Source: an optimization exercise on an open RTL-to-GDS flow (aim: small area, a short achievable clock period and few clock cycles per item). Production flows keep margins and buffers that such runs may drop. In this exercise RTL edits were held to simulation tests only and were not proved equivalent to the original. Power figures rest on the tool's default switching activity, not on a simulated workload.

**design/flow/config.mk**
```make
export PLATFORM = sky130hd
export DESIGN_NAME = anchored_undo_stack_top
export DESIGN_NICKNAME = anchored_undo_stack_top
export VERILOG_FILES = /design/flow/design.v
export SDC_FILE = /design/flow/constraint.sdc
export NUM_CORES = 4
export LEC_CHECK = 0
export CAP_MARGIN = 20
export CORE_MARGIN = 2
export CORE_UTILIZATION = 40
export SLEW_MARGIN = 20
```
**design/flow/constraint.sdc**
```tcl
create_clock -name core_clock -period 7.0 [get_ports {clk}]
set_input_delay 1.4000 -clock core_clock [delete_from_list [all_inputs] [get_ports {clk}]]
set_output_delay 1.4000 -clock core_clock [all_outputs]
set_load 0.01 [all_outputs]
```
**design/flow/design.v**
```verilog
package aus_pkg;
  localparam int DEPTH = 64;
  localparam int PTR_W = $clog2(DEPTH);
  localparam int CNT_W = $clog2(DEPTH + 1);
  typedef logic [PTR_W-1:0] ptr_t;
  typedef logic [CNT_W-1:0] cnt_t;
  typedef struct packed {
    logic [6:0]        col;
    logic [6:0]        row;
    logic signed [7:0] value;
    logic signed [7:0] mark;
  } entry_t;
  localparam int ENTRY_W = 7 + 7 + 8 + 8;   
  localparam logic signed [7:0] MARK_ANCHOR = 8'sd1;
  localparam logic signed [7:0] MARK_NONE   = -8'sd1;
  localparam logic signed [7:0] MARK_CLEAR  = 8'sd0;
  typedef enum logic [2:0] {
    OP_PUSH   = 3'd0,
    OP_POP    = 3'd1,
    OP_PEEK   = 3'd2,
    OP_ANCHOR = 3'd3,
    OP_APPEND = 3'd4
  } op_t;
  typedef enum logic [1:0] {
    ST_OK    = 2'd0,
    ST_EMPTY = 2'd1,
    ST_FULL  = 2'd2
  } status_t;
  typedef enum logic {
    S_IDLE,
    S_EXEC
  } fsm_t;
endpackage
module aus_ram #(
  parameter int DEPTH  = 64,
  parameter int ADDR_W = 6,
  parameter int DATA_W = 30
) (
  input  logic              clk,
  input  logic              we,
  input  logic [ADDR_W-1:0] waddr,
  input  logic [DATA_W-1:0] wdata,
  input  logic              re,
  input  logic [ADDR_W-1:0] raddr,
  output logic [DATA_W-1:0] rdata
);
  logic [DATA_W-1:0] mem [DEPTH];
  always_ff @(posedge clk) begin
    if (we) begin
      mem[waddr] <= wdata;
    end
  end
  always_ff @(posedge clk) begin
    if (re) begin
      rdata <= mem[raddr];
    end
  end
endmodule
module aus_ctrl (
  input  logic                    clk,
  input  logic                    rst,
  input  logic                    start,
  output logic                    busy,
  input  logic [2:0]              operation,
  input  logic [6:0]              in_col,
  input  logic [6:0]              in_row,
  input  logic signed [7:0]       in_value,
  input  logic signed [7:0]       in_mark,
  output logic                    ram_re,
  output aus_pkg::ptr_t           ram_raddr,
  input  aus_pkg::entry_t         ram_rdata,
  output logic                    ram_we,
  output aus_pkg::ptr_t           ram_waddr,
  output aus_pkg::entry_t         ram_wdata,
  output logic                    done,
  output logic [1:0]              status,
  output logic [6:0]              out_col,
  output logic [6:0]              out_row,
  output logic signed [7:0]       out_value,
  output logic signed [7:0]       out_mark,
  output logic                    anchor_present,
  output logic                    is_empty,
  output logic [aus_pkg::CNT_W-1:0] fill_count
);
  aus_pkg::fsm_t state, state_next;
  aus_pkg::ptr_t top, top_next;
  aus_pkg::cnt_t count, count_next;
  aus_pkg::cnt_t anchors, anchors_next;
  logic [2:0]        op;
  logic [6:0]        col;
  logic [6:0]        row;
  logic signed [7:0] value;
  logic signed [7:0] mark;
  aus_pkg::ptr_t      top_idx;
  aus_pkg::ptr_t      top_inc;
  aus_pkg::ptr_t      app_idx;
  logic [aus_pkg::PTR_W:0] app_sum;
  logic [1:0]        r_status;
  logic [6:0]        r_col;
  logic [6:0]        r_row;
  logic signed [7:0] r_value;
  logic signed [7:0] r_mark;
  logic              accept;
  assign busy   = (state == aus_pkg::S_EXEC);
  assign accept = start && !busy;
  assign top_idx = (top == '0) ? aus_pkg::PTR_W'(aus_pkg::DEPTH - 1) : top - 1'b1;
  assign top_inc = (top == aus_pkg::PTR_W'(aus_pkg::DEPTH - 1)) ? '0 : top + 1'b1;
  assign app_sum = {1'b0, top} + (aus_pkg::PTR_W + 1)'(aus_pkg::DEPTH)
                 - (aus_pkg::PTR_W + 1)'(count) - 1'b1;
  assign app_idx = (app_sum >= (aus_pkg::PTR_W + 1)'(aus_pkg::DEPTH))
                 ? aus_pkg::PTR_W'(app_sum - (aus_pkg::PTR_W + 1)'(aus_pkg::DEPTH))
                 : aus_pkg::PTR_W'(app_sum);
  assign ram_re    = accept;
  assign ram_raddr = top_idx;
  always_ff @(posedge clk) begin
    if (rst) begin
      state   <= aus_pkg::S_IDLE;
      top     <= '0;
      count   <= '0;
      anchors <= '0;
      done    <= 1'b0;
    end else begin
      state   <= state_next;
      top     <= top_next;
      count   <= count_next;
      anchors <= anchors_next;
      done    <= busy;
    end
  end
  always_ff @(posedge clk) begin
    if (accept) begin
      op    <= operation;
      col   <= in_col;
      row   <= in_row;
      value <= in_value;
      mark  <= in_mark;
    end
    if (busy) begin
      status         <= r_status;
      out_col        <= r_col;
      out_row        <= r_row;
      out_value      <= r_value;
      out_mark       <= r_mark;
      anchor_present <= (anchors_next != '0);
      is_empty       <= (count_next == '0);
      fill_count     <= count_next;
    end
  end
  always_comb begin
    state_next   = state;
    top_next     = top;
    count_next   = count;
    anchors_next = anchors;
    ram_we       = 1'b0;
    ram_waddr    = top_idx;
    ram_wdata    = ram_rdata;
    r_status     = aus_pkg::ST_OK;
    r_col        = '0;
    r_row        = '0;
    r_value      = '0;
    r_mark       = aus_pkg::MARK_CLEAR;
    unique case (state)
      aus_pkg::S_IDLE: begin
        if (start) begin
          state_next = aus_pkg::S_EXEC;
        end
      end
      aus_pkg::S_EXEC: begin
        state_next = aus_pkg::S_IDLE;
        priority if ((op == aus_pkg::OP_POP || op == aus_pkg::OP_PEEK
                      || op == aus_pkg::OP_ANCHOR) && count == '0) begin
          r_status = aus_pkg::ST_EMPTY;
          r_mark   = aus_pkg::MARK_NONE;
        end else if ((op == aus_pkg::OP_PUSH || op == aus_pkg::OP_APPEND)
                     && count == aus_pkg::CNT_W'(aus_pkg::DEPTH)) begin
          r_status = aus_pkg::ST_FULL;
        end else begin
          unique case (op)
            aus_pkg::OP_PUSH: begin
              ram_we          = 1'b1;
              ram_waddr       = top;
              ram_wdata.col   = col;
              ram_wdata.row   = row;
              ram_wdata.value = value;
              ram_wdata.mark  = aus_pkg::MARK_CLEAR;
              top_next        = top_inc;
              count_next      = count + 1'b1;
            end
            aus_pkg::OP_POP: begin
              r_col   = ram_rdata.col;
              r_row   = ram_rdata.row;
              r_value = ram_rdata.value;
              r_mark  = ram_rdata.mark;
              if (ram_rdata.mark == aus_pkg::MARK_ANCHOR && anchors != '0) begin
                anchors_next = anchors - 1'b1;
              end
              top_next   = top_idx;
              count_next = count - 1'b1;
            end
            aus_pkg::OP_PEEK: begin
              r_mark = ram_rdata.mark;
              if (ram_rdata.mark == aus_pkg::MARK_ANCHOR && anchors != '0) begin
                anchors_next = anchors - 1'b1;
              end
              ram_we         = 1'b1;
              ram_wdata.mark = aus_pkg::MARK_CLEAR;
            end
            aus_pkg::OP_ANCHOR: begin
              if (ram_rdata.mark != aus_pkg::MARK_ANCHOR) begin
                anchors_next = anchors + 1'b1;
              end
              ram_we         = 1'b1;
              ram_wdata.mark = aus_pkg::MARK_ANCHOR;
            end
            aus_pkg::OP_APPEND: begin
              ram_we          = 1'b1;
              ram_waddr       = app_idx;
              ram_wdata.col   = col;
              ram_wdata.row   = row;
              ram_wdata.value = value;
              ram_wdata.mark  = mark;
              if (mark == aus_pkg::MARK_ANCHOR) begin
                anchors_next = anchors + 1'b1;
              end
              count_next = count + 1'b1;
            end
            default: begin
            end
          endcase
        end
      end
      default: begin
        state_next = aus_pkg::S_IDLE;
      end
    endcase
  end
endmodule
module anchored_undo_stack_top (
  input  logic                      clk,
  input  logic                      rst,
  input  logic                      start,
  output logic                      busy,
  input  logic [2:0]                operation,
  input  logic [6:0]                in_col,
  input  logic [6:0]                in_row,
  input  logic signed [7:0]         in_value,
  input  logic signed [7:0]         in_mark,
  output logic                      done,
  output logic [1:0]                status,
  output logic [6:0]                out_col,
  output logic [6:0]                out_row,
  output logic signed [7:0]         out_value,
  output logic signed [7:0]         out_mark,
  output logic                      anchor_present,
  output logic                      is_empty,
  output logic [aus_pkg::CNT_W-1:0] fill_count
);
  logic            ram_re;
  logic            ram_we;
  aus_pkg::ptr_t   ram_raddr;
  aus_pkg::ptr_t   ram_waddr;
  aus_pkg::entry_t ram_rdata;
  aus_pkg::entry_t ram_wdata;
  aus_ram #(
    .DEPTH  (aus_pkg::DEPTH),
    .ADDR_W (aus_pkg::PTR_W),
    .DATA_W (aus_pkg::ENTRY_W)
  ) u_ram (
    .clk   (clk),
    .we    (ram_we),
    .waddr (ram_waddr),
    .wdata (ram_wdata),
    .re    (ram_re),
    .raddr (ram_raddr),
    .rdata (ram_rdata)
  );
  aus_ctrl u_ctrl (
    .clk            (clk),
    .rst            (rst),
    .start          (start),
    .busy           (busy),
    .operation      (operation),
    .in_col         (in_col),
    .in_row         (in_row),
    .in_value       (in_value),
    .in_mark        (in_mark),
    .ram_re         (ram_re),
    .ram_raddr      (ram_raddr),
    .ram_rdata      (ram_rdata),
    .ram_we         (ram_we),
    .ram_waddr      (ram_waddr),
    .ram_wdata      (ram_wdata),
    .done           (done),
    .status         (status),
    .out_col        (out_col),
    .out_row        (out_row),
    .out_value      (out_value),
    .out_mark       (out_mark),
    .anchor_present (anchor_present),
    .is_empty       (is_empty),
    .fill_count     (fill_count)
  );
endmodule
```
**design/flow/run.sh**
```bash
#!/bin/bash
# synth_recipe.tcl (not shown) runs the flow's synth.tcl, then flattens the netlist and writes it again
# the make line also repeats each setting of config.mk as NAME=value (left out here)
make -C /OpenROAD-flow-scripts/flow DESIGN_CONFIG=/design/flow/config.mk WORK_HOME=/design/flow/orfs CLKGATE_MAP_FILE= SYNTH_SCRIPT=/design/flow/synth_recipe.tcl finish
```
==> results.ini <==
[status]
run_status=timing/DRC/antenna clean

[power_and_ir_drop]
p_sw_share_pct=21.8
seqPwrFrac_pct=55.3
p_leak_uw=0.0290
power_frac_comb_pct=4.5
p_int_uw=19500
pwr-share-clk_pct=40.2
ir_worst_vdd_mv=0.216
p_per_area_mw_per_mm2=273
finalPower_uw=25000
p_switching_uw=5440

[global_routing]
grtUsageTotal_pct=22.4
grt_pass1_vias=45900
overflow=0
grt_antenna_before_repair=10
grt_first_pass_wirelength_microns=334000
grt_max_degree=131

[synth]
ys_seq_area_share_pct=75.8
synth_warnings=2
synth-edff-count=2024
netlist.top_cell.by_area=edfxtp_1
synth_area_per_cell_sq_um=15.4
ys.flop_type=edfxtp_1
synth_seq_cells=2046
yosysMostFrequentCell=edfxtp_1
netlist_area_sq_mm=0.0808
synth.area.top_cells=edfxtp_1 75%, nand2_1 4.3%, mux2i_1 4.1%, a21oi_1 1.8%, mux4_2 1.8%
yosys-top-cells-count=2,024 x edfxtp_1, 923 x nand2_1, 333 x mux2i_1
synthArstFlopShare_pct=0
synth.distinct_cells=86
synth_top_area_share_pct=75.3
syn_inst=5235
syn_nets=5284

[timing]
clock_skew_ps=31.0
fin_crit_sh_pct=78.2
rsz0062_at_grt=false
worst_slew_pin_slew_ps=1160
fmax_mhz=183
finalHoldViolations=0
min_period_ps=5480
whs_ps=604
fin_tns_setup_ps=0
setup_violations=0
report.final.slew_viol_count=0
relSlewSlack_pct=22.6

[clock_tree]
clockBufferDepth=3
cts_root_buffer=clkbuf_16
clk_latency_ps=840
post_cts_buffers=0
htree_levels=4
clkSlewWorstSetupHoldPaths_ps=60
numClockSinks=2046
post_cts_resized=0
numCtsBuffers=197
cts_hold_buf=0
cts_tree=built

[setup_path]
slowest_stage=a2111oi_0
startpoint_type=flop
path_max_fanout=130
crit_arrival_ps=6000
max_stage_delay_ps=770
worstPathRequired_ps=7530
crit_type=flop to flop
path_cells=inv_1 -> ha_1 -> nor2b_1 -> a21oi_4 -> buf_4 -> buf_12 -> mux2i_1 -> o22ai_1 -> a2111oi_0 -> a22o_1 -> o221ai_1
critPathTopFamily=compound AO/OA/AOI/OAI gates
cp-end-kind=flop
cp_num_buf_inv=3

[floorplanning]
initial_core_util_pct=40.3
die_x_microns=453
die_area_sq_mm=0.206
die_h_microns=453
row_count=164
io_pins=79
core_sq_mm=0.200

[finish]
post_route_cells_drive_above_1_share_pct=11.1
final_nets=5392
syn2layout_area_growth_pct=13.2
fill_cells=17400
utilization_pct=45.6

[drt]
drtPass1Iterations=5
drt_iter0_drc=6017
wirelength_microns=235000
final_antenna_net_count=0
drc=0
vias=48300
wire_per_inst_microns=28.7
viasPerCell=5.92

[worst_hold_path]
hold_class=flop to flop

[placement]
place.detailed.hpwl_microns=131000
port_buffers=78
gp_congestion=0.906

[job]
drv_cap=0

## flip-flops by register name (all words and copies together), names as in the netlist, 2 cells and up
name               cells
u_ram.rdata           30
u_ctrl.out_row         7
u_ctrl.count           7
u_ctrl.fill_count      7
u_ctrl.top             6
u_ctrl.col             7
u_ctrl.out_mark        8
u_ctrl.status          2
u_ctrl.out_value       8
u_ram.mem           1920
u_ctrl.value           8
u_ctrl.mark            8
u_ctrl.row             7
u_ctrl.out_col         7
u_ctrl.anchors         7
u_ctrl.op              3
## layout by cell type (no fill, tap or decap), drive strengths merged, types with 9 or more instances in the layout
cell	Yosys	final
a2111oi	28	28
a211oi	10	10
a21boi	30	30
a21o	39	39
a21oi	288	288
a221oi	34	34
a22o	29	29
a22oi	142	142
a31oi	129	129
a32oi	58	58
and2	32	32
and3	44	44
buf	158	165
bufinv	0	9
clkbuf	176	252
clkdlybuf4s50	0	78
clkinv	1	87
dfxtp	22	22
edfxtp	2024	2024
ha	12	12
inv	20	30
mux2i	333	333
mux4	64	64
nand2	925	925
nand3	136	136
nor2	98	98
nor3	93	93
nor4	10	10
o21ai	44	44
o221ai	54	54
o22ai	84	84
xnor2	16	16
## stage by stage
step	instance area [sq um]	std cells	setup slack [ps]
floorplan	80800	5235	1430
global placement	85300	7795	1780
detailed placement	85400	7797	1650
CTS	91300	8155	1650
global route	91400	8159	1380
finish	91400	8159	1520
## power groups by stage
stage	clock network (uW)	logic (uW)	registers [uW]
final	10000	1120	13800
after global routing	10600	1170	13800
after CTS	10100	1110	13800
after detailed placement	0	1100	14100
after global placement	0	1080	14100
after floorplan	0	509	14000
## layer usage
metal / up-vias / track usage (%) / share of wire [%]
met5: - / 0 / 0.0034
met4: 2 / 8.76 / 4.0
met3: 370 / 4.09 / 9.2
met2: 2534 / 34.8 / 46
met1: 24800 / 31.4 / 41
li1: 20600 / - / -
## worst register-to-register path: cells and delay by family, from the launching register on
family	cells	cell delay, ps
AO/OA/AOI/OAI	5	2050
flip-flops	1	710
buffers and inverters	3	1290
AND/OR/NAND/NOR	1	230
adder cells (fa/ha/maj)	1	320
multiplexers	1	580
## layout make-up
class                   count  area, sq um  area share, %
multi-input cells        2834        18600           20.3
diodes                      1         2.50        0.00274
clock buffers             252         5180           5.67
inverters                  21         78.8         0.0862
well taps                2656         3320           3.64
repair buffers            243         2250           2.47
clock inverters           106          771          0.843
flip-flops and latches   2046        61200           67.0
## cells by family (layout without fill, tap and decap cells)
family	after synthesis	after routing	synth area share, %
AO/OA/AOI/OAI	1017	1017	8.54
buffers and inverters	355	622	2.00
other	0	1	0
XOR/XNOR	17	17	0.184
adder cells (fa/ha/maj)	13	13	0.211
AND/OR/NAND/NOR	1388	1388	7.33
multiplexers	399	399	5.94
flip-flops	2046	2046	75.8
## path summary, 6_finish.rpt
kind / startpoint / endpoint / slack [ps] / depth (start not counted)
max: u_ctrl.top[0] / u_ram.rdata[9] / 1520 / 11
min: u_ctrl.anchors[5] / u_ctrl.anchors[5] / 600 / 2
max reg2reg: u_ctrl.top[0] / u_ram.rdata[9] / 1520 / 11
min reg2reg: u_ctrl.anchors[5] / u_ctrl.anchors[5] / 600 / 2
Testbench counts, summed over its fixed seeds: cycles 48,008, items 24,000.

==> re-timing with driven ports <==
In the flow no input, the clock included, has a driving cell. The finished layout below was timed again as built, in two steps. Step 1 (the two cells are an assumption about what drives the block):
set clk [get_ports {clk}]
set_driving_cell -lib_cell sky130_fd_sc_hd__clkbuf_16 $clk
set_driving_cell -lib_cell sky130_fd_sc_hd__buf_2 [delete_from_list [all_inputs] $clk]
Step 2 times the ports against the registers' clock, not the clock port: input delays grow and output delays shrink by t, the midpoint of the rising clock arrivals with the driver on. Three values: no drivers, after step 1, after step 2; two values: the first two.
t (ns): 0.914
setup slack, ns: 1.524 / 1.524 / 1.524
worst setup path after step 2: register to register
pins driven straight from the clock port: 1
After both steps setup and hold are still met in this run. The setup slack of this run moves by 0.000 ns with the drivers and by 0.000 ns with both steps.
